From an optimization exercise on the open Yosys and OpenROAD flow, aimed at small area and a short achievable clock period; shortcuts taken in it are not production practice. The RTL was checked by simulation tests, not by an equivalence proof against the original design. Power figures rest on the tool's default switching activity, not on a simulated workload.

==> flow/design.v (outline; a module is shown in full before it is edited, if it fits) <==
// module apb_regs: 133 lines
// module fir_filter: 1876 lines
// module fa_add: 10 lines
// module ha_add: 9 lines
// module result_fifo: 96 lines
// module apb_acc_top: 77 lines
module apb_acc_top (
  input  wire logic         i_clk,
  input  wire logic         i_reset,
  input  wire logic [11:0]  i_paddr,
  input  wire logic [31:0]  i_pwdata,
  input  wire logic         i_pwrite,
  input  wire logic         i_psel,
  input  wire logic         i_penable,
  output logic      [31:0]  o_prdata,
  output logic              o_pready,
  output logic              o_pslverr
);
  // ...
==> flow/flow/run.sh <==
#!/bin/bash
set -e
set -o pipefail
echo 'export BUFFER_PORTS_ARGS = -buffer_cell sky130_fd_sc_hd__buf_4' >> config.mk
bash standard.sh > standard.log 2>&1
==> flow/standard.sh <==
#!/bin/bash
# synth_recipe.tcl (not shown) runs the flow's synth.tcl, then flattens the netlist and writes it again
# the make line also repeats each setting of config.mk as NAME=value (left out here)
make -C /OpenROAD-flow-scripts/flow DESIGN_CONFIG=/design/flow/config.mk WORK_HOME=/design/flow/orfs CLKGATE_MAP_FILE= SYNTH_SCRIPT=/design/flow/synth_recipe.tcl "${@:-finish}"
==> flow/config.mk <==
export PLATFORM = sky130hd
export DESIGN_NAME = apb_acc_top
export DESIGN_NICKNAME = apb_acc_top
export VERILOG_FILES = /design/flow/design.v
export SDC_FILE = /design/flow/constraint.sdc
export NUM_CORES = 4
export LEC_CHECK = 0
export CAP_MARGIN = 20
export CORE_MARGIN = 2
export CORE_UTILIZATION = 40
export CTS_BUF_LIST = sky130_fd_sc_hd__clkbuf_4 sky130_fd_sc_hd__clkbuf_8
export SETUP_SLACK_MARGIN = 4.2
export SLEW_MARGIN = 20
export SYNTH_HIERARCHICAL = 1
export TNS_END_PERCENT = 20
export BUFFER_PORTS_ARGS = -buffer_cell sky130_fd_sc_hd__buf_4
==> flow/constraint.sdc <==
create_clock -name core_clock -period 7.0 [get_ports {i_clk}]
set_input_delay 1.4000 -clock core_clock [delete_from_list [all_inputs] [get_ports {i_clk}]]
set_output_delay 1.4000 -clock core_clock [all_outputs]
set_load 0.01 [all_outputs]
==> notes.md, run 1 <==
inverters=97; cts bufs inserted=149; Finished Layout Cells=5,359; vias in the first global route=31,600; Setup crit start=u_fifo.wr_ptr[1]$_DFFE_PP0P_; Int Power=9.58 mW; Top Usage Layer GRT=met2; crit-path max FO=6; hold depth=0; Root Driver=clkbuf_8; Hold Buf Count CTS=0; WHS=326 ps; met1 usage=31.3%; flop2flop setup slack=4000 ps; status=timing/DRC/antenna clean; Worst-Margin Slew=942 ps; M1 wire length=60,000 um; CP startpoint kind=register; Global Route met3 Usage=6.19%; hold wc startpoint=u_filter.r1_0_0$_DFF_P_; Max-slew headroom=37.1%; largest net degree at the start of global routing=73; Placed Instance Area=49,800 um2; share of layout cells above drive strength 1=24.2%; Buffers & Inverters on Critical Path=1
==> run 2, diff against run 1 <==
==> flow/run.sh (new file) <==
#!/bin/bash
# synth_recipe.tcl (not shown) runs the flow's synth.tcl, then flattens the netlist and writes it again
# the make line also repeats each setting of config.mk as NAME=value (left out here)
make -C /OpenROAD-flow-scripts/flow DESIGN_CONFIG=/design/flow/config.mk WORK_HOME=/design/flow/orfs CLKGATE_MAP_FILE= SYNTH_SCRIPT=/design/flow/synth_recipe.tcl finish
--- a/flow/config.mk
+++ b/flow/config.mk
@@ -8,5 +8,5 @@
 export CAP_MARGIN = 20
 export CORE_MARGIN = 2
-export CORE_UTILIZATION = 40
+export CORE_UTILIZATION = 50
 export CTS_BUF_LIST = sky130_fd_sc_hd__clkbuf_4 sky130_fd_sc_hd__clkbuf_8
 export SETUP_SLACK_MARGIN = 4.2
@@ -14,3 +14,2 @@
 export SYNTH_HIERARCHICAL = 1
 export TNS_END_PERCENT = 20
-export BUFFER_PORTS_ARGS = -buffer_cell sky130_fd_sc_hd__buf_4
removed: flow/flow/run.sh
removed: flow/standard.sh
==> notes.md, run 2 <==
core box area=94,900 um2; largest net degree at the start of global routing=88 (+21%); max-slew violation count=0; Starting Density=50.3%; Worst EP required=7720 ps; I/O pin cnt=83; crit-path max FO=6 (unchanged); Crit Reg-Reg Endpoint=u_regs.rd_q[28]$_DFF_P_; htree depth=4; Area Growth Syn to Fin=16.3%; Largest regs=u_fifo.mem (416), u_regs.tap_q (96), u_filter.dly (84); Peak supply drop=243 uV; flop2flop setup slack=4060 ps (+60 ps); RSZ-0062 raised after global routing=true; CTS Sinks=913; clk_skew=41.8 ps; Nets=4,223; die area=98,000 um2; Reg with most FFs=u_fifo.mem; Worst-path clk slew=70 ps; Max-cap violations=0; Vias/cell=6.20; Root Driver=clkbuf_8; setup_tns=0 ps; routed wire length=161,000 um; GRT overflow=0; Buffers & Inverters on Critical Path=2 (+1); commonest non-fill, non-tap cells in the layout=416 x edfxtp_1, 327 x fa_1, 289 x dfxtp_1; Routed WL per cell=31.3 um; Clk Latency, worst-skew pair=870 ps; pwr dens=242 nW/um2; post-layout minimum cycle time=2940 ps; Hold Buf Count CTS=0 (unchanged); Tot Pwr=13.5 mW; Die Wd=313 um; global-route wire length before repair=231,000 um; Leakage=21.4 nW; DR iter-0 viols=3,768; hold depth=0 (unchanged); Ys Warns=26; Hold WC Path Type=register to register; final worst path period share=42.0%; Bufs on Longest Clock Path=3; DRC Markers=0; share of layout cells above drive strength 1=25.8% (+1.6 points); Critical Path Max Stage Delay=530 ps; Min-Delay Endpoint=u_filter.r2_1_0$_DFF_P_; CTS tree=yes; R2R depth=10; cts bufs inserted=155 (+4.0%); Die H=313 um; Achievable Freq=340 MHz; area of the mapped netlist=47,700 um2; # setup viols final=0; Worst-Margin Slew=1230 ps (+293 ps); max FFs per register=416; DPL Wire Length=112,000 um; global placer's final weighted congestion=1.07; Worst path depth=10; vias in the first global route=32,800 (+3.7%); worst path cell trace=buf_12, buf_16, mux4_2, a22oi_2, nand2_2, nor4_4, nand3_2, o31a_1, nand2_1, a21oi_1; initial antenna violation count=5; multi-input logic area=24,100 um2; GRT Total Usage=33.1%; Final Hold Fails=0; Worst EP arrival=3660 ps; status=timing/DRC/antenna clean; leading cell type in the layout, fill and taps excluded=edfxtp_1; fillcell total=7,614; Cell Rows=113; critical path's top delay family=simple AND/OR/NAND/NOR gates; CP startpoint kind=register; vias=32,000; crit end category=register; Final ANT Viol Nets=0; register area=23,300 um2; Avg Cell Area, Syn=13.4 um2; Max-slew headroom=17.3% (-20 points); port bufs=78; Pre-antenna DRT Iters=6; CP max-delay cell=mux4_2; hold wc startpoint=u_filter.r1_1_0$_DFF_P_; Post-Syn Instances=3,574; Reg-to-Reg Start=u_fifo.rd_ptr[0]$_DFFE_PP0P_; Synth Net Count=4,034; crit path kind=register to register
run 2: cell count changes in the layout (fill, tap and decap cells not counted), sizes merged:
cell | before | now
clkinv | 43 | 22
buf | 182 | 172
inv | 105 | 103
nor2b | 77 | 78
dlygate4sd2 | 0 | 27
diode | 4 | 5
bufinv | 6 | 4
clkdlybuf4s50 | 0 | 42
clkinvlp | 2 | 5
clkdlybuf4s15 | 0 | 2
clkbuf | 221 | 251
dlymetal6s2s | 0 | 1
or2 | 2 | 3
run 2: metal layers:
layer  global-route usage [%]  wire length (um)  share of wire (%)
met1                     43.1             62600                 39
met2                     52.7             75600                 47
met3                     6.62             13000                8.1
met4                     17.7             10100                6.3
met5                   0.0484                 8             0.0050
run 2: worst max path at each step:
stage                            startpoint                    endpoint  slack, ps
2_1_floorplan       u_fifo.full_q$_DFF_PP0_  u_fifo.mem[3][0]$_DFFE_PP_       3670
3_3_place_gp                    i_pwdata[4]    u_filter.r1_11_8$_DFF_P_       2650
3_5_place_dp                     i_paddr[7]      u_regs.rd_q[6]$_DFF_P_       2790
4_1_cts             u_filter.r2_0_1$_DFF_P_      u_regs.rd_q[8]$_DFF_P_       3940
5_1_grt        u_fifo.rd_ptr[0]$_DFFE_PP0P_     u_regs.rd_q[27]$_DFF_P_       4030
6_report       u_fifo.rd_ptr[0]$_DFFE_PP0P_     u_regs.rd_q[28]$_DFF_P_       4060
run 2: report_power, final:
part | total [mW] | internal [mW] | switching, mW
Sequential | 6.21 | 6.16 | 0.0526
Combinational | 2.05 | 0.748 | 1.30
Clock | 5.19 | 2.94 | 2.26
Total | 13.5 | 9.84 | 3.61
run 2: final cells by class:
type,instances,area share (%)
Multi-Input combinational cell,2349,43.5
Timing Repair Buffer,247,4.83
Antenna cell,5,0.0225
Tap cell,1265,2.85
Clock inverter,37,0.665
Inverter,97,0.683
Clock buffer,248,5.49
Sequential cell,913,42.0
run 2: stage by stage:
stage	hold slack, ps	cell area (um2)	std cells	worst slack (ps)	utilization, %
6_report	328	55500	5161	4060	58.5
3_3_place_gp	314	49600	4759	2650	52.3
2_1_floorplan	310	47700	3574	3670	-
4_1_cts	329	54600	5107	3940	57.5
3_5_place_dp	314	49700	4761	2790	52.4
5_1_grt	332	55500	5157	4030	58.5
run 2: what timing repair did:
action,in CTS,in global routing
endpoints found under the setup margin,431,362
gates resized for setup,285,138
pin swaps,28,17
buffers inserted,51,43
cloned,10,4
==> run 3, diff against run 2 <==
--- a/flow/config.mk
+++ b/flow/config.mk
@@ -8,6 +8,7 @@
 export CAP_MARGIN = 20
 export CORE_MARGIN = 2
-export CORE_UTILIZATION = 50
+export CORE_UTILIZATION = 40
 export CTS_BUF_LIST = sky130_fd_sc_hd__clkbuf_4 sky130_fd_sc_hd__clkbuf_8
+export PLACE_DENSITY = 0.7
 export SETUP_SLACK_MARGIN = 4.2
 export SLEW_MARGIN = 20
==> notes.md, run 3 <==
status=timing/DRC/antenna clean; Crit Reg-Reg Endpoint=u_regs.rd_q[26]$_DFF_P_; Achievable Freq=339 MHz (-0.37%); Starting Density=40.4% (-9.9 points); routed wire length=146,000 um (-9.4%); Peak supply drop=235 uV (-3.3%); global-route wire length before repair=212,000 um (-8.5%); GRT overflow=0 (unchanged); Hold WC Path Type=register to register; vias in the first global route=31,400 (-4.1%); sequential share of power=48.0% (+1.8 points); Root Driver=clkbuf_8; Placed Instance Area=50,100 um2 (+0.79%); Min-Delay Endpoint=u_filter.r2_1_1$_DFF_P_; Comb pwr share=14.0% (-1.2 points); max-slew violation count=0 (unchanged); CP startpoint kind=register; design area=55,100 um2 (-0.79%); WHS=326 ps (-2.45 ps); Final ANT Viol Nets=0 (unchanged); Leakage=21.2 nW (-1.1%); RSZ-0062 raised after global routing=true; fillcell total=10,200 (+33%); Cell Rows=126 (+12%); max FFs per register=416 (unchanged); global placer's final weighted congestion=0.993 (-7.4%); hold wc startpoint=u_filter.r1_1_1$_DFF_P_; pre-CTS WS=2140 ps (-653 ps); Worst EP required=7720 ps (about the same); CTS Sinks=913 (unchanged); R2R depth=12 (+2); Worst EP arrival=3670 ps (about the same); Pre-antenna DRT Iters=9 (+3); crit path kind=register to register; Routed WL per cell=27.1 um (-13%); htree depth=4 (unchanged); Final Hold Fails=0 (unchanged); Worst-Margin Slew=1080 ps (-159 ps); Reg with most FFs=u_fifo.mem; crit end category=register; Max-cap violations=0 (unchanged); DPL Wire Length=101,000 um (-9.6%); initial antenna violation count=5 (unchanged); GRT Total Usage=23.8% (-9.4 points); Area Growth Syn to Fin=15.4%; vias=31,200 (-2.4%); Avg Cell Area, Syn=13.4 um2 (unchanged); net switching power=3.50 mW (-3.1%); die area=122,000 um2 (+25%); Die Wd=349 um (+12%); Nets=4,184 (-0.92%); area of the mapped netlist=47,700 um2 (unchanged); Int Power=9.45 mW (-4.0%); Max-slew headroom=28.1% (+11 points); Switching Fraction=27.0% (+0.19 points); Largest regs=u_fifo.mem (416), u_regs.tap_q (96), u_filter.dly (84); Bufs on Longest Clock Path=3 (unchanged); post-layout minimum cycle time=2950 ps (+11.0 ps); CTS tree=yes; flop2flop setup slack=4050 ps (about the same); pwr dens=235 nW/um2 (-3.0%); Worst-path clk slew=60 ps (about the same); I/O pin cnt=83 (unchanged); leading cell type in the layout, fill and taps excluded=edfxtp_1; final core area utilization=46.6% (-12 points); hold depth=0 (unchanged); share of layout cells above drive strength 1=23.4% (-2.4 points); port bufs=78 (unchanged); clk_skew=48.9 ps (+7.09 ps); Post-Syn Instances=3,574 (unchanged); Reg-to-Reg Start=u_fifo.rd_ptr[0]$_DFFE_PP0P_; commonest non-fill, non-tap cells in the layout=416 x edfxtp_1, 353 x fa_1, 290 x dfxtp_1; final worst path period share=42.2% (+0.16 points); DR iter-0 viols=3,691 (-2.0%); Clk Latency, worst-skew pair=870 ps (about the same); clock network power share=38.0% (-0.6 points); Inst Count DP=5,036 (+5.8%); Tot Pwr=12.9 mW (-3.8%); Die H=349 um (+12%); Final WS setup=4050 ps (-11.0 ps); DRC Markers=0 (unchanged); Ys Warns=26 (unchanged); setup_tns=0 ps (unchanged); Synth Net Count=4,034 (unchanged); crit-path max FO=7 (+1); core box area=118,000 um2 (+25%); Vias/cell=5.79 (-6.6%); largest net degree at the start of global routing=103 (+17%); Finished Layout Cells=5,391 (+4.5%); cts bufs inserted=147 (-5.2%); # setup viols final=0 (unchanged)
-- run 3: layer usage --
metal | share of wire (%) | GRT usage, % | vias to the layer above
met1 | 40 | 32.5 | 15900
met2 | 44 | 35.0 | 1790
met5 | 0 | 0 | -
met4 | 5.7 | 12.9 | 0
met3 | 10 | 5.69 | 322
li1 | - | - | 13200
-- run 3: power by group through the flow --
stage | registers (mW) | clock network [mW] | logic (mW)
3_3_place_gp | 6.34 | 0 | 1.46
6_report | 6.22 | 4.91 | 1.81
5_1_grt | 6.22 | 5.21 | 1.97
2_1_floorplan | 6.31 | 0 | 0.855
3_5_place_dp | 6.34 | 0 | 1.52
4_1_cts | 6.22 | 4.97 | 1.71
-- run 3: critical path: stages (launching register included) --
cell and delay [ps]:
dfrtp_4 490, buf_6 140, buf_12 140, buf_12 140
buf_4 130, mux4_2 440, a22oi_2 200, nand2_1 110
nor4_2 310, nand3_2 150, o31a_1 380, nand2_1 100
a21oi_2 60
-- run 3: worst max path at each step --
stage                                            start  cells after the start                    endpoint  slack (ps)
after floorplan                u_fifo.full_q$_DFF_PP0_                      4  u_fifo.mem[3][0]$_DFFE_PP_        3670
after global placement                      i_paddr[4]                      6     u_regs.rd_q[20]$_DFF_P_        2270
after detailed placement                    i_paddr[4]                      6     u_regs.rd_q[11]$_DFF_P_        2140
after CTS                 u_fifo.rd_ptr[0]$_DFFE_PP0P_                     10     u_regs.rd_q[26]$_DFF_P_        4090
after global routing      u_fifo.rd_ptr[0]$_DFFE_PP0P_                     11     u_regs.rd_q[28]$_DFF_P_        3970
final                     u_fifo.rd_ptr[0]$_DFFE_PP0P_                     12     u_regs.rd_q[26]$_DFF_P_        4050
-- run 3: what timing repair did --
item	4_1_cts	5_1_grt
cloned	5	0
setup buffers	51	13
endpoints found under the setup margin	529	325
hold buffers	0	0
gates resized for setup	290	91
pin swaps	15	24
-- run 3: layout make-up --
type                    count  area [um2]  area share, %
repair buffers            219        2430           4.41
diodes                      7        17.5         0.0318
clock inverters            53         480          0.872
inverters                  97         373          0.677
multi-input cells        2346       23900           43.4
well taps                1536        1920           3.49
flip-flops and latches    913       23300           42.3
clock buffers             220        2670           4.84
==> run 4, diff against run 3 <==
--- a/flow/config.mk
+++ b/flow/config.mk
@@ -10,5 +10,5 @@
 export CORE_UTILIZATION = 40
 export CTS_BUF_LIST = sky130_fd_sc_hd__clkbuf_4 sky130_fd_sc_hd__clkbuf_8
-export PLACE_DENSITY = 0.7
+export PLACE_DENSITY = 0.8
 export SETUP_SLACK_MARGIN = 4.2
 export SLEW_MARGIN = 20
==> notes.md, run 4 <==
status=timing/DRC/antenna clean; R2R depth=11 (-1); htree depth=4 (unchanged); DRC Markers=0 (unchanged); Root Driver=clkbuf_8; clk_skew=49.7 ps (+0.786 ps); Die H=349 um (unchanged); Crit path top cell by count=fa_1; pre-CTS WS=2540 ps (+403 ps); Max-slew headroom=23.2% (-5.0 points); Hold Buf Count CTS=0 (unchanged); GRT overflow=0 (unchanged); CP startpoint kind=primary input; I/O pin cnt=83 (unchanged); Peak supply drop=251 uV (+6.8%); hold depth=0 (unchanged); Vias/cell=5.97 (+3.1%); Starting Density=40.4% (unchanged); met3 routed WL=17,000 um (+16%); Post-Syn Instances=3,574 (unchanged); Critical Path Max Stage Delay=500 ps (about the same); worst path cell trace=clkdlybuf4s50_1, buf_6, mux2i_4, buf_4, nor2b_1, fa_1, fa_1; # setup viols final=0 (unchanged); Hold WC Path Type=register to register; pwr dens=241 nW/um2 (+2.4%); Worst-Margin Slew=1150 ps (+76.9 ps); Worst EP required=7750 ps (+30 ps); Area Growth Syn to Fin=15.5% (about the same); largest net degree at the start of global routing=102 (-0.97%); Routed WL per cell=27.5 um (+1.2%); Final Hold Fails=0 (unchanged); Synth Net Count=4,034 (unchanged); Final ANT Viol Nets=0 (unchanged); vias=32,100 (+2.7%); final worst path period share=42.4% (+0.25 points); GRT Total Usage=23.7% (-0.064 points); final core area utilization=46.6% (about the same); max FFs per register=416 (unchanged); max-slew violation count=0 (unchanged); commonest non-fill, non-tap cells in the layout=416 x edfxtp_1, 356 x fa_1, 285 x dfxtp_1; crit end category=register; Largest regs=u_fifo.mem (416), u_regs.tap_q (96), u_filter.dly (84); setup_tns=0 ps (unchanged); Worst-path clk slew=60 ps (about the same); DPL Wire Length=98,300 um (-3.1%); global-route wire length before repair=213,000 um (+0.58%); leading cell type in the layout, fill and taps excluded=edfxtp_1; die area=122,000 um2 (unchanged); port bufs=78 (unchanged); Max-cap violations=0 (unchanged); Clk Latency, worst-skew pair=880 ps (about the same); area of the mapped netlist=47,700 um2 (unchanged); uppermost routed layer=met5; routed wire length=147,000 um (+0.80%); Nets=4,177 (-0.17%); Leakage=21.2 nW (about the same); Final WS setup=4030 ps (-17.6 ps); core box area=118,000 um2 (unchanged); crit-path max FO=14 (+7); Bufs on Longest Clock Path=3 (unchanged); post-layout minimum cycle time=2970 ps (+17.6 ps); Die Wd=349 um (unchanged); vias in the first global route=32,500 (+3.6%); Avg Cell Area, Syn=13.4 um2 (unchanged); Pre-antenna DRT Iters=8 (-1); CTS tree=yes; DR iter-0 viols=3,822 (+3.5%); met2 routed WL=68,300 um (+6.5%); global placer's final weighted congestion=1.02 (+2.5%); Ys Warns=26 (unchanged); Achievable Freq=337 MHz (-0.59%); CP max-delay cell=fa_1; RSZ-0062 raised after global routing=true; share of layout cells above drive strength 1=23.4% (+0.071 points); CTS Sinks=913 (unchanged); crit path kind=primary input to register; cts bufs inserted=142 (-3.4%); Worst EP arrival=3720 ps (+50 ps); Cell Rows=126 (unchanged); Reg with most FFs=u_fifo.mem; fillcell total=9,986 (-1.7%); initial antenna violation count=5 (unchanged); M1 wire length=56,000 um (-5.4%)
-- run 4: area by class of cell --
cell class / count / area, um2 / share of cell area [%]
multi-input cells: 2350 / 24100 / 43.6
flip-flops and latches: 913 / 23300 / 42.2
clock buffers: 209 / 2600 / 4.72
repair buffers: 213 / 2320 / 4.20
well taps: 1536 / 1920 / 3.48
clock inverters: 50 / 578 / 1.05
inverters: 97 / 380 / 0.690
diodes: 2 / 5.00 / 0.00907
-- run 4: path summary, 6_finish.rpt --
| check | endpoint | slack (ps) | startpoint |
|---|---|---|---|
| setup / recovery | u_filter.r1_7_8$_DFF_P_ | 4030 | i_pwdata[2] |
| hold / removal | u_filter.r2_1_0$_DFF_P_ | 330 | u_filter.r1_1_0$_DFF_P_ |
| setup reg to reg | u_regs.rd_q[28]$_DFF_P_ | 4050 | u_fifo.rd_ptr[0]$_DFFE_PP0P_ |
| hold reg to reg | u_filter.r2_1_0$_DFF_P_ | 330 | u_filter.r1_1_0$_DFF_P_ |
| max in group asynchronous | u_regs.acc_q$_DFF_PP0_ | 4690 | i_reset |
| min in group asynchronous | u_filter.live[0]$_DFF_PP0_ | 1090 | i_reset |
-- run 4: power breakdown --
| group | switching, mW | total (mW) | internal (mW) |
|---|---|---|---|
| registers | 0.0553 | 6.21 | 6.16 |
| clock network | 2.27 | 5.04 | 2.76 |
| logic | 1.27 | 2.02 | 0.743 |
-- run 4: routing by layer --
layer / track usage, % / vias to the layer above
li1: - / 13200
met1: 30.4 / 16200
met2: 37.6 / 2205
met3: 7.03 / 459
met4: 9.81 / 8
met5: 0 / -
-- run 4: metrics by stage --
stage	cell area (um2)	total power, mW	hold WS [ps]	std cells
after global placement	49900	7.73	313	5022
after floorplan	47700	7.17	310	3574
after CTS	54500	13.2	327	5340
after detailed placement	50000	7.80	313	5027
after global routing	55100	13.7	332	5369
final	55200	13.3	327	5370
-- run 4: critical path, delay by kind of cell --
kind | cells | cell delay [ps]
simple gates | 1 | 200
buf+inv | 3 | 930
fa+ha+maj | 2 | 970
mux | 1 | 190
-- run 4: timing repair --
item                                   4_1_cts  5_1_grt
cloned                                      10        2
setup buffers                               44       20
gates resized for setup                    235      144
setup endpoints to repair                  572      401
pin swaps                                   24       29
endpoints found under the hold margin        0        0
==> run 5, diff against run 4 <==
--- a/flow/config.mk
+++ b/flow/config.mk
@@ -10,6 +10,6 @@
 export CORE_UTILIZATION = 40
 export CTS_BUF_LIST = sky130_fd_sc_hd__clkbuf_4 sky130_fd_sc_hd__clkbuf_8
-export PLACE_DENSITY = 0.8
-export SETUP_SLACK_MARGIN = 4.2
+export PLACE_DENSITY = 0.7
+export SETUP_SLACK_MARGIN = 4.3
 export SLEW_MARGIN = 20
 export SYNTH_HIERARCHICAL = 1
==> notes.md, run 5 <==
Worst-path clk slew=60 ps (about the same); status=timing/DRC/antenna clean; global-route wire length before repair=215,000 um (+0.82%); Largest regs=u_fifo.mem (416), u_regs.tap_q (96), u_filter.dly (84); Worst EP required=7710 ps (-40 ps); Pre-antenna DRT Iters=7 (-1); Worst EP arrival=3630 ps (-90 ps); pre-CTS WS=2140 ps (-403 ps); GRT Total Usage=24.2% (+0.45 points); multi-input logic area=24,300 um2 (+0.89%); GRT overflow=0 (unchanged); global placer's final weighted congestion=0.993 (-2.5%); crit end category=register; htree depth=4 (unchanged); critical path's top delay family=buffers and inverters; Leakage=21.5 nW (+1.5%); setup_tns=0 ps (unchanged); initial antenna violation count=5 (unchanged); share of layout cells above drive strength 1=27.8% (+4.4 points); area of the mapped netlist=47,700 um2 (unchanged); routed wire length=150,000 um (+1.7%); fillcell total=10,100 (+0.82%); pwr dens=234 nW/um2 (-2.9%); RSZ-0062 raised after global routing=true; Crit path top cell by count=buf_6; crit path kind=register to register; die area=122,000 um2 (unchanged); Synth Net Count=4,034 (unchanged); CP max-delay cell=dfrtp_4; core box area=118,000 um2 (unchanged); Area Growth Syn to Fin=17.7%; post-layout minimum cycle time=2920 ps (-52.3 ps); Inst Count DP=5,036 (+0.18%); leading cell type in the layout, fill and taps excluded=edfxtp_1; Vias/cell=5.82 (-2.5%); final worst path period share=41.7% (-0.75 points); Reg with most FFs=u_fifo.mem; max-slew violation count=0 (unchanged); Max-cap violations=0 (unchanged); CTS tree=yes; worst path cell trace=buf_6, buf_6, buf_12, buf_12, buf_6, mux4_2, a22o_1, nor2_2, and4_1, nand3_2, o31a_1, nand2_1, a21oi_2; Post-Syn Instances=3,574 (unchanged); Finished Layout Cells=5,450 (+1.5%); Clk Latency, worst-skew pair=870 ps (about the same); max FFs per register=416 (unchanged); Starting Density=40.4% (unchanged); Worst-Margin Slew=1050 ps (-102 ps); Nets=4,247 (+1.7%); I/O pin cnt=83 (unchanged); Final WS setup=4080 ps (+52.3 ps); Die H=349 um (unchanged); register area=23,400 um2 (+0.43%); cts bufs inserted=147 (+3.5%); DRC Markers=0 (unchanged); Root Driver=clkbuf_8; clk_skew=50.2 ps (+0.553 ps); # setup viols final=0 (unchanged); Ys Warns=26 (unchanged); final core area utilization=47.5% (+0.86 points); DPL Wire Length=101,000 um (+3.2%); commonest non-fill, non-tap cells in the layout=416 x edfxtp_1, 318 x fa_1, 279 x xnor2_1; Buffers & Inverters on Critical Path=5 (+2); Max-slew headroom=29.8% (+6.6 points); Routed WL per cell=27.5 um (+0.18%); Hold WC Path Type=register to register; Critical Path Max Stage Delay=530 ps (+30 ps); CP startpoint kind=register; Peak supply drop=236 uV (-5.9%); port bufs=78 (unchanged); vias in the first global route=31,600 (-2.8%); vias=31,700 (-1.0%); Final Hold Fails=0 (unchanged); largest net degree at the start of global routing=103 (+0.98%); Bufs on Longest Clock Path=3 (unchanged); crit-path max FO=8 (-6); Achievable Freq=343 MHz (+1.8%); DR iter-0 viols=3,976 (+4.0%); WHS=326 ps (-1.57 ps); Die Wd=349 um (unchanged); Avg Cell Area, Syn=13.4 um2 (unchanged); Final ANT Viol Nets=0 (unchanged); Hold Buf Count CTS=0 (unchanged); CTS Sinks=913 (unchanged); Cell Rows=126 (unchanged)
-- run 5: repair_timing --
action | CTS | global route
endpoints found under the setup margin | 698 | 302
gates resized for setup | 478 | 152
cloned | 7 | 5
buffers inserted | 85 | 34
pin swaps | 42 | 36
-- run 5: worst paths after layout --
path                                              start                              to  slack [ps]  depth (start not counted)
max                        u_fifo.rd_ptr[0]$_DFFE_PP0P_         u_regs.rd_q[26]$_DFF_P_        4080                         13
max reg2reg                u_fifo.rd_ptr[0]$_DFFE_PP0P_         u_regs.rd_q[26]$_DFF_P_        4080                         13
min                             u_filter.r1_1_1$_DFF_P_         u_filter.r2_1_1$_DFF_P_         330                          0
max in group asynchronous                       i_reset  u_regs.tap_q[2][0]$_DFFE_PP0P_        4920                          3
min in group asynchronous                       i_reset       u_filter.vld[1]$_DFF_PP0_         970                          2
min reg2reg                     u_filter.r1_1_1$_DFF_P_         u_filter.r2_1_1$_DFF_P_         330                          0
-- run 5: area by class of cell --
| cell class | count | share of cell area (%) |
|---|---|---|
| antenna | 3 | 0.0134 |
| inverter | 97 | 0.666 |
| tap | 1536 | 3.42 |
| multi-input combinational | 2346 | 43.2 |
| clock inverter | 53 | 0.855 |
| sequential | 913 | 41.6 |
| clock buffer | 220 | 4.74 |
| timing repair buffer | 282 | 5.44 |
-- run 5: per-layer routing --
layer / global-route usage (%) / share of wire (%) / up-vias
li1: - / - / 13300
met1: 32.8 / 40 / 16100
met2: 35.8 / 44 / 1970
met3: 6.33 / 11 / 323
met4: 12.5 / 5.3 / 0
met5: 0 / 0 / -
-- run 5: per-stage QoR --
| stage | instance area, um2 | power (mW) |
|---|---|---|
| finish | 56200 | 13.1 |
| global route | 56200 | 13.6 |
| CTS | 55100 | 13.0 |
| detailed placement | 50100 | 7.85 |
| global placement | 50000 | 7.80 |
| floorplan | 47700 | 7.17 |
-- run 5: power breakdown --
group	internal (mW)	switching, mW
registers	6.15	0.0593
clock network	2.64	2.27
logic	0.783	1.22
total	9.57	3.55
==> module result_fifo, before the edit <==
module result_fifo (
  input  wire logic         i_clk,
  input  wire logic         i_reset,
  input  wire logic         i_push,
  input  wire logic [26:0]  i_data,
  input  wire logic         i_pop,
  input  wire logic         i_clear,
  input  wire logic         i_en,
  output logic      [31:0]  o_head_n,     
  output logic              o_bypass,     
  output logic      [2:0]   o_status_n    
);
  logic [25:0] mem [16];
  logic [3:0]  wr_ptr;
  logic [3:0]  rd_ptr;
  logic        empty_q;
  logic        full_q;
  logic        overflow_q;
  logic        do_push;
  logic        do_pop;
  logic        empty_n;
  logic        full_n;
  logic        ovf_n;
  assign do_push = i_push & i_en & ~full_q & ~i_clear;
  assign do_pop  = i_pop & ~empty_q & ~i_clear;
  assign ovf_n   = ~i_clear & (overflow_q | (i_push & i_en & full_q));
  always_comb
  begin
    empty_n = empty_q;
    full_n  = full_q;
    if (i_clear)
    begin
      empty_n = 1'b1;
      full_n  = 1'b0;
    end
    else if (do_push & ~do_pop)
    begin
      empty_n = 1'b0;
      full_n  = (wr_ptr + 4'd1 == rd_ptr);
    end
    else if (do_pop & ~do_push)
    begin
      empty_n = (rd_ptr + 4'd1 == wr_ptr);
      full_n  = 1'b0;
    end
  end
  always_ff @(posedge i_clk or posedge i_reset)
  begin
    if (i_reset)
    begin
      wr_ptr     <= '0;
      rd_ptr     <= '0;
      empty_q    <= 1'b1;
      full_q     <= 1'b0;
      overflow_q <= 1'b0;
    end
    else
    begin
      empty_q    <= empty_n;
      full_q     <= full_n;
      overflow_q <= ovf_n;
      if (i_clear)
      begin
        wr_ptr <= '0;
        rd_ptr <= '0;
      end
      else
      begin
        if (do_push)
          wr_ptr <= wr_ptr + 4'd1;
        if (do_pop)
          rd_ptr <= rd_ptr + 4'd1;
      end
    end
  end
  always_ff @(posedge i_clk)
  begin
    if (do_push)
      mem[wr_ptr] <= i_data[25:0];
  end
  logic [25:0] h;
  logic        h_neg;
  assign h     = mem[rd_ptr];
  assign h_neg = h[25] & (h[24:0] != '0);
  always_comb
  begin
    if (i_clear)
      o_head_n = '0;
    else if (!empty_q)
      o_head_n = {{6{h_neg}}, h};
    else
      o_head_n = '0;
  end
  assign o_bypass = empty_q & do_push;
  assign o_status_n = {ovf_n, full_n, empty_n};
endmodule
==> run 6, diff against run 5 <==
--- a/flow/design.v
+++ b/flow/design.v
@@ -2047,5 +2047,5 @@
   output logic      [2:0]   o_status_n    
 );
-  logic [25:0] mem [16];
+  logic [26:0] mem [16];
   logic [3:0]  wr_ptr;
   logic [3:0]  rd_ptr;
@@ -2113,10 +2113,8 @@
   begin
     if (do_push)
-      mem[wr_ptr] <= i_data[25:0];
+      mem[wr_ptr] <= i_data;
   end
-  logic [25:0] h;
-  logic        h_neg;
-  assign h     = mem[rd_ptr];
-  assign h_neg = h[25] & (h[24:0] != '0);
+  logic [26:0] h;
+  assign h = mem[rd_ptr];
   always_comb
   begin
@@ -2124,5 +2122,5 @@
       o_head_n = '0;
     else if (!empty_q)
-      o_head_n = {{6{h_neg}}, h};
+      o_head_n = {{5{h[26]}}, h};
     else
       o_head_n = '0;
--- a/flow/config.mk
+++ b/flow/config.mk
@@ -11,5 +11,5 @@
 export CTS_BUF_LIST = sky130_fd_sc_hd__clkbuf_4 sky130_fd_sc_hd__clkbuf_8
 export PLACE_DENSITY = 0.7
-export SETUP_SLACK_MARGIN = 4.3
+export SETUP_SLACK_MARGIN = 4.2
 export SLEW_MARGIN = 20
 export SYNTH_HIERARCHICAL = 1
==> notes.md, run 6 <==
Area Growth Syn to Fin=14.7%; fillcell total=10,600 (+5.1%); Bufs on Longest Clock Path=3 (unchanged); met1 usage=30.7% (-2.1 points); clk_skew=61.5 ps (+11.2 ps); Peak supply drop=208 uV (-12%); Worst-Margin Slew=1130 ps (+80.3 ps); commonest non-fill, non-tap cells in the layout=432 x edfxtp_1, 348 x fa_1, 287 x dfxtp_1; initial antenna violation count=9 (+4); Starting Density=40.4% (about the same); Cell Rows=127 (+0.79%); Leakage=21.2 nW (-1.2%); WHS=312 ps (-13.9 ps); Worst EP arrival=3610 ps (-20 ps); largest net degree at the start of global routing=76 (-26%); Switching Fraction=26.9% (-0.15 points); Ys Warns=26 (unchanged); Routed WL per cell=26.2 um (-4.6%); Post-Syn Instances=3,683 (+3.0%); vias in the first global route=32,100 (+1.4%); Global Route met3 Usage=6.10% (-0.23 points); sequential share of power=48.2% (+0.9 points); htree depth=4 (unchanged); Comb pwr share=13.8% (-1.5 points); global placer's final weighted congestion=0.997 (+0.37%); Pre-antenna DRT Iters=6 (-1); leading cell type in the layout, fill and taps excluded=edfxtp_1; max-slew violation count=0 (unchanged); setup_tns=0 ps (unchanged); I/O pin cnt=83 (unchanged); DR iter-0 viols=3,552 (-11%); pwr dens=237 nW/um2 (+1.3%); Nets=4,287 (+0.94%); final worst path period share=41.6% (about the same); Final ANT Viol Nets=0 (unchanged); crit end category=register; Root Driver=clkbuf_8; hold depth=0 (unchanged); crit path kind=primary input to register; Reg with most FFs=u_fifo.mem; final core area utilization=46.3% (-1.2 points); Worst EP required=7700 ps (about the same); post-layout minimum cycle time=2910 ps (-2.88 ps); Tot Pwr=13.2 mW (+0.37%); routed wire length=146,000 um (-2.6%); status=timing/DRC/antenna clean; Min-Delay Endpoint=u_filter.r2_0_1$_DFF_P_; flop2flop setup slack=4100 ps (+20 ps); CTS tree=yes; design area=55,600 um2 (-0.93%); global-route wire length before repair=213,000 um (-1.0%); RSZ-0062 raised after global routing=true; CP startpoint kind=primary input; DRC Markers=0 (unchanged); Int Power=9.63 mW (+0.57%); Largest regs=u_fifo.mem (432), u_regs.tap_q (96), u_filter.dly (84); GRT overflow=0 (unchanged); vias=31,800 (+0.36%); cts bufs inserted=152 (+3.4%); Hold WC Path Type=register to register; GRT Total Usage=23.1% (-1.1 points); Max-slew headroom=24.4% (-5.4 points); Avg Cell Area, Syn=13.2 um2 (-1.4%); die area=124,000 um2 (+1.6%); port bufs=78 (unchanged); CTS Sinks=929 (+1.8%); hold wc startpoint=u_filter.r1_0_1$_DFF_P_; Placed Instance Area=50,900 um2 (+1.6%); Crit Reg-Reg Endpoint=u_fifo.mem[8][18]$_DFFE_PP_; net switching power=3.54 mW (-0.18%); Top Usage Layer GRT=met2; # setup viols final=0 (unchanged); clock network power share=38.0% (+0.6 points); Final Hold Fails=0 (unchanged); Achievable Freq=343 MHz (about the same); Die H=352 um (+0.79%); GRT met2 Usage=35.8% (+0.056 points); core box area=120,000 um2 (+1.6%); share of layout cells above drive strength 1=21.8% (-6.1 points); Worst-path clk slew=60 ps (about the same); Synth Net Count=4,143 (+2.7%); DPL Wire Length=103,000 um (+1.6%); Die Wd=352 um (+0.79%); max FFs per register=432 (+3.8%); crit-path max FO=33 (+25); R2R depth=9 (-4); Clk Latency, worst-skew pair=850 ps (-20 ps); Reg-to-Reg Start=u_filter.r2_6_0$_DFF_P_; Max-cap violations=0 (unchanged); area of the mapped netlist=48,500 um2 (+1.6%); Vias/cell=5.72 (-1.8%)
## run 6: how the worst max path moves through the flow
stage | startpoint | endpoint | slack [ps] | depth (start not counted)
finish | i_paddr[2] | u_regs.rd_q[7]$_DFF_P_ | 4090 | 8
global route | u_filter.r2_0_1$_DFF_P_ | u_regs.rd_q[26]$_DFF_P_ | 4020 | 12
CTS | u_filter.ng_q[4][2]$_DFF_P_ | u_filter.r1_14_7$_DFF_P_ | 3970 | 4
detailed placement | i_paddr[4] | u_regs.rd_q[26]$_DFF_P_ | 2540 | 8
global placement | i_paddr[4] | u_regs.rd_q[19]$_DFF_P_ | 2620 | 8
floorplan | u_fifo.full_q$_DFF_PP0_ | u_fifo.mem[3][0]$_DFFE_PP_ | 3610 | 4
## run 6: area by class of cell
cell class,count,area [um2],share of cell area (%)
timing repair buffer,215,2190,3.93
sequential,929,23800,42.8
inverter,98,377,0.677
multi-input combinational,2431,24000,43.1
clock buffer,223,2790,5.02
antenna,4,10.0,0.0180
clock inverter,56,469,0.843
tap,1612,2020,3.62
## run 6: worst max-delay path, stage by stage
cell	delay [ps]
clkdlybuf4s50_1	490
buf_8	250
a21oi_1	150
o21bai_2	220
o211ai_4	190
buf_4	200
nor4_2	500
o21ai_0	170
## run 6: routing by layer
layer	share of wire [%]	wire, um	up-vias
li1	-	-	13600
met1	41	59500	16200
met2	46	66600	1713
met3	9.6	14000	340
met4	4.0	5800	12
met5	0.049	72	-
## run 6: per-stage QoR
| stage | setup slack [ps] | cells |
|---|---|---|
| floorplan | 3610 | 3683 |
| global placement | 2620 | 5213 |
| detailed placement | 2540 | 5216 |
| CTS | 3970 | 5511 |
| global route | 4020 | 5566 |
| finish | 4090 | 5568 |
## run 6: what timing repair did
item / in CTS / in global routing
gates resized for setup: 204 / 164
pin swaps: 7 / 10
endpoints found under the setup margin: 472 / 359
buffers inserted: 14 / 44
cloned: 2 / 6
hold buffers: 0 / 0
## run 6: power by group through the flow
stage | registers (mW) | logic (mW) | clock network, mW
2_1_floorplan | 6.45 | 0.883 | 0
3_3_place_gp | 6.48 | 1.49 | 0
3_5_place_dp | 6.48 | 1.55 | 0
4_1_cts | 6.35 | 1.74 | 5.08
5_1_grt | 6.36 | 1.98 | 5.31
6_report | 6.35 | 1.82 | 5.00
==> run 7, diff against run 6 <==
--- a/flow/config.mk
+++ b/flow/config.mk
@@ -10,5 +10,4 @@
 export CORE_UTILIZATION = 40
 export CTS_BUF_LIST = sky130_fd_sc_hd__clkbuf_4 sky130_fd_sc_hd__clkbuf_8
-export PLACE_DENSITY = 0.7
 export SETUP_SLACK_MARGIN = 4.2
 export SLEW_MARGIN = 20
==> notes.md, run 7 <==
Final ANT Viol Nets=0 (unchanged); initial antenna violation count=7 (-2); I/O pin cnt=83 (unchanged); Crit path top cell by count=fa_1; # setup viols final=0 (unchanged); GRT overflow=0 (unchanged); routed wire length=152,000 um (+3.8%); leading cell type in the layout, fill and taps excluded=edfxtp_1; DPL Wire Length=105,000 um (+1.9%); pre-CTS WS=2440 ps (-96.6 ps); setup_tns=0 ps (unchanged); largest net degree at the start of global routing=102 (+34%); Max-slew headroom=29.2% (+4.8 points); final core area utilization=46.3% (about the same); CTS Sinks=929 (unchanged); design area=55,600 um2 (about the same); core box area=120,000 um2 (unchanged); Ys Warns=26 (unchanged); Critical Path Max Stage Delay=650 ps (+150 ps); Worst-Margin Slew=1060 ps (-74.3 ps); Hold Buf Count CTS=0 (unchanged); Reg with most FFs=u_fifo.mem; die area=124,000 um2 (unchanged); port bufs=78 (unchanged); Starting Density=40.4% (unchanged); Peak supply drop=179 uV (-14%); DRC Markers=0 (unchanged); Worst EP required=7720 ps (+20 ps); Tot Pwr=13.6 mW (+3.2%); Final WS setup=4080 ps (-10.7 ps); Max-cap violations=0 (unchanged); Root Driver=clkbuf_8; Largest regs=u_fifo.mem (432), u_regs.tap_q (96), u_filter.dly (84); Nets=4,294 (+0.16%); commonest non-fill, non-tap cells in the layout=432 x edfxtp_1, 339 x fa_1, 287 x dfxtp_1; CTS tree=yes; Vias/cell=5.70 (-0.30%); CP startpoint kind=primary input; crit path kind=primary input to register; max-slew violation count=0 (unchanged); vias in the first global route=32,200 (+0.29%); Final Hold Fails=0 (unchanged); cts bufs inserted=159 (+4.6%); post-layout minimum cycle time=2920 ps (+10.7 ps); Achievable Freq=342 MHz (-0.36%); clk_skew=61.0 ps (-0.459 ps); Leakage=21.3 nW (+0.30%); global placer's final weighted congestion=0.977 (-1.9%); RSZ-0062 raised after global routing=true; flop2flop setup slack=4140 ps (+40 ps); Worst-path clk slew=60 ps (about the same); global-route wire length before repair=220,000 um (+3.4%); max FFs per register=432 (unchanged); Synth Net Count=4,143 (unchanged); pwr dens=244 nW/um2 (+3.3%); Routed WL per cell=27.2 um (+3.5%); Pre-antenna DRT Iters=6 (unchanged); worst path cell trace=dlygate4sd2_1, mux2i_1, buf_4, nor2b_1, fa_1, fa_1; Cell Rows=127 (unchanged); vias=31,800 (-0.035%); Placed Instance Area=50,900 um2 (about the same); htree depth=4 (unchanged); Hold WC Path Type=register to register; Post-Syn Instances=3,683 (unchanged); DR iter-0 viols=3,500 (-1.5%); area of the mapped netlist=48,500 um2 (unchanged); Avg Cell Area, Syn=13.2 um2 (unchanged); Clk Latency, worst-skew pair=890 ps (+40 ps); share of layout cells above drive strength 1=21.9% (+0.11 points); final worst path period share=41.8% (+0.15 points); GRT Total Usage=24.2% (+1.1 points); crit end category=register; critical path's top delay family=adder cells; Die H=352 um (unchanged); CP max-delay cell=dlygate4sd2_1; Worst EP arrival=3650 ps (+40 ps); Bufs on Longest Clock Path=3 (unchanged); status=timing/DRC/antenna clean; Area Growth Syn to Fin=14.6% (about the same); Buffers & Inverters on Critical Path=2 (-1); crit-path max FO=12 (-64%); Die Wd=352 um (unchanged)
[run 7: metrics by stage]
step                      hold slack, ps  instances
final                                329       5583
after floorplan                      310       3683
after global routing                 337       5583
after detailed placement             318       5228
after CTS                            332       5576
after global placement               315       5227
[run 7: layout make-up]
type	count	area [um2]
Antenna cell	2	5.00
Inverter	98	377
Clock buffer	247	2970
Sequential cell	929	23800
Tap cell	1612	2020
Multi-Input combinational cell	2430	23900
Timing Repair Buffer	216	2050
Fill cell	10900	64500
Clock inverter	49	483
[run 7: routing by layer]
metal / vias up / wire (um) / global-route usage [%]
li1: 13600 / - / -
met1: 16300 / 62300 / 32.2
met2: 1549 / 69600 / 37.9
met3: 345 / 13400 / 5.81
met4: 6 / 6230 / 9.85
met5: - / 38 / 0
[run 7: where the power goes]
group | internal (mW) | switching [mW]
registers | 6.29 | 0.0536
logic | 0.720 | 1.24
clock network | 2.91 | 2.37
total | 9.92 | 3.67
[run 7: path summary, 6_finish.rpt]
kind,start,cells after the start,end
min,u_filter.r1_0_1$_DFF_P_,0,u_filter.r2_0_1$_DFF_P_
max,i_pwdata[1],6,u_filter.r1_11_8$_DFF_P_
min reg2reg,u_filter.r1_0_1$_DFF_P_,0,u_filter.r2_0_1$_DFF_P_
max in group asynchronous,i_reset,3,u_regs.tap_q[3][6]$_DFFE_PP0P_
max reg2reg,u_regs.tap_q[2][7]$_DFFE_PP0P_,6,u_filter.r1_11_8$_DFF_P_
min in group asynchronous,i_reset,2,u_regs.tap_q[6][1]$_DFFE_PP0P_
[run 7: repair_timing]
item | 4_1_cts | 5_1_grt
pin swaps | 20 | 16
cloned | 2 | 0
setup endpoints to repair | 404 | 450
buffers inserted | 50 | 5
gates resized for setup | 264 | 90
hold endpoints to repair | 0 | 0
[run 7: worst reg2reg max path, cell delays in order, from the launching register on]
cell	delay [ps]
dfrtp_2	510
a22oi_1	260
xnor2_1	140
fa_1	470
fa_2	460
fa_1	420
fa_1	450

port drivers added, routing unchanged:
Ports are ideal in the flow. The routed layouts listed here were re-timed in OpenROAD.
Step 1 assumes that a clkbuf_16 drives the clock port and a buf_2 every other input.
Step 2 adds t to the input delays and takes it off the output delays; t is the mean of the earliest and latest rising clock arrival at the registers after step 1. Input paths then give back, and output paths get back, about the clock's delay inside the block.
Three values: ideal ports, drivers, drivers and shift; two values: the first two.
| run | t (ns) | slack for setup (ns) | hold slack, ns |
|---|---|---|---|
| run 1 | 0.885 | 3.997 / 3.997 / 3.305 | 0.326 / 0.326 / 0.326 |
| run 2 | 0.910 | 4.060 / 4.026 / 3.203 | 0.328 / 0.328 / 0.328 |
| run 3 | 0.917 | 4.049 / 4.049 / 3.261 | 0.326 / 0.326 / 0.326 |
| run 4 | 0.927 | 4.032 / 4.052 / 3.145 | 0.327 / 0.327 / 0.327 |
| run 5 | 0.915 | 4.084 / 4.084 / 3.307 | 0.326 / 0.326 / 0.326 |
| run 6 | 0.897 | 4.087 / 4.072 / 3.240 | 0.312 / 0.312 / 0.312 |
| run 7 | 0.935 | 4.076 / 4.059 / 3.137 | 0.329 / 0.329 / 0.329 |
After both steps setup and hold are still met in every run listed. For run 7, which loses most, drivers alone change the setup slack by -0.017 ns; drivers and shift together by -0.939 ns.
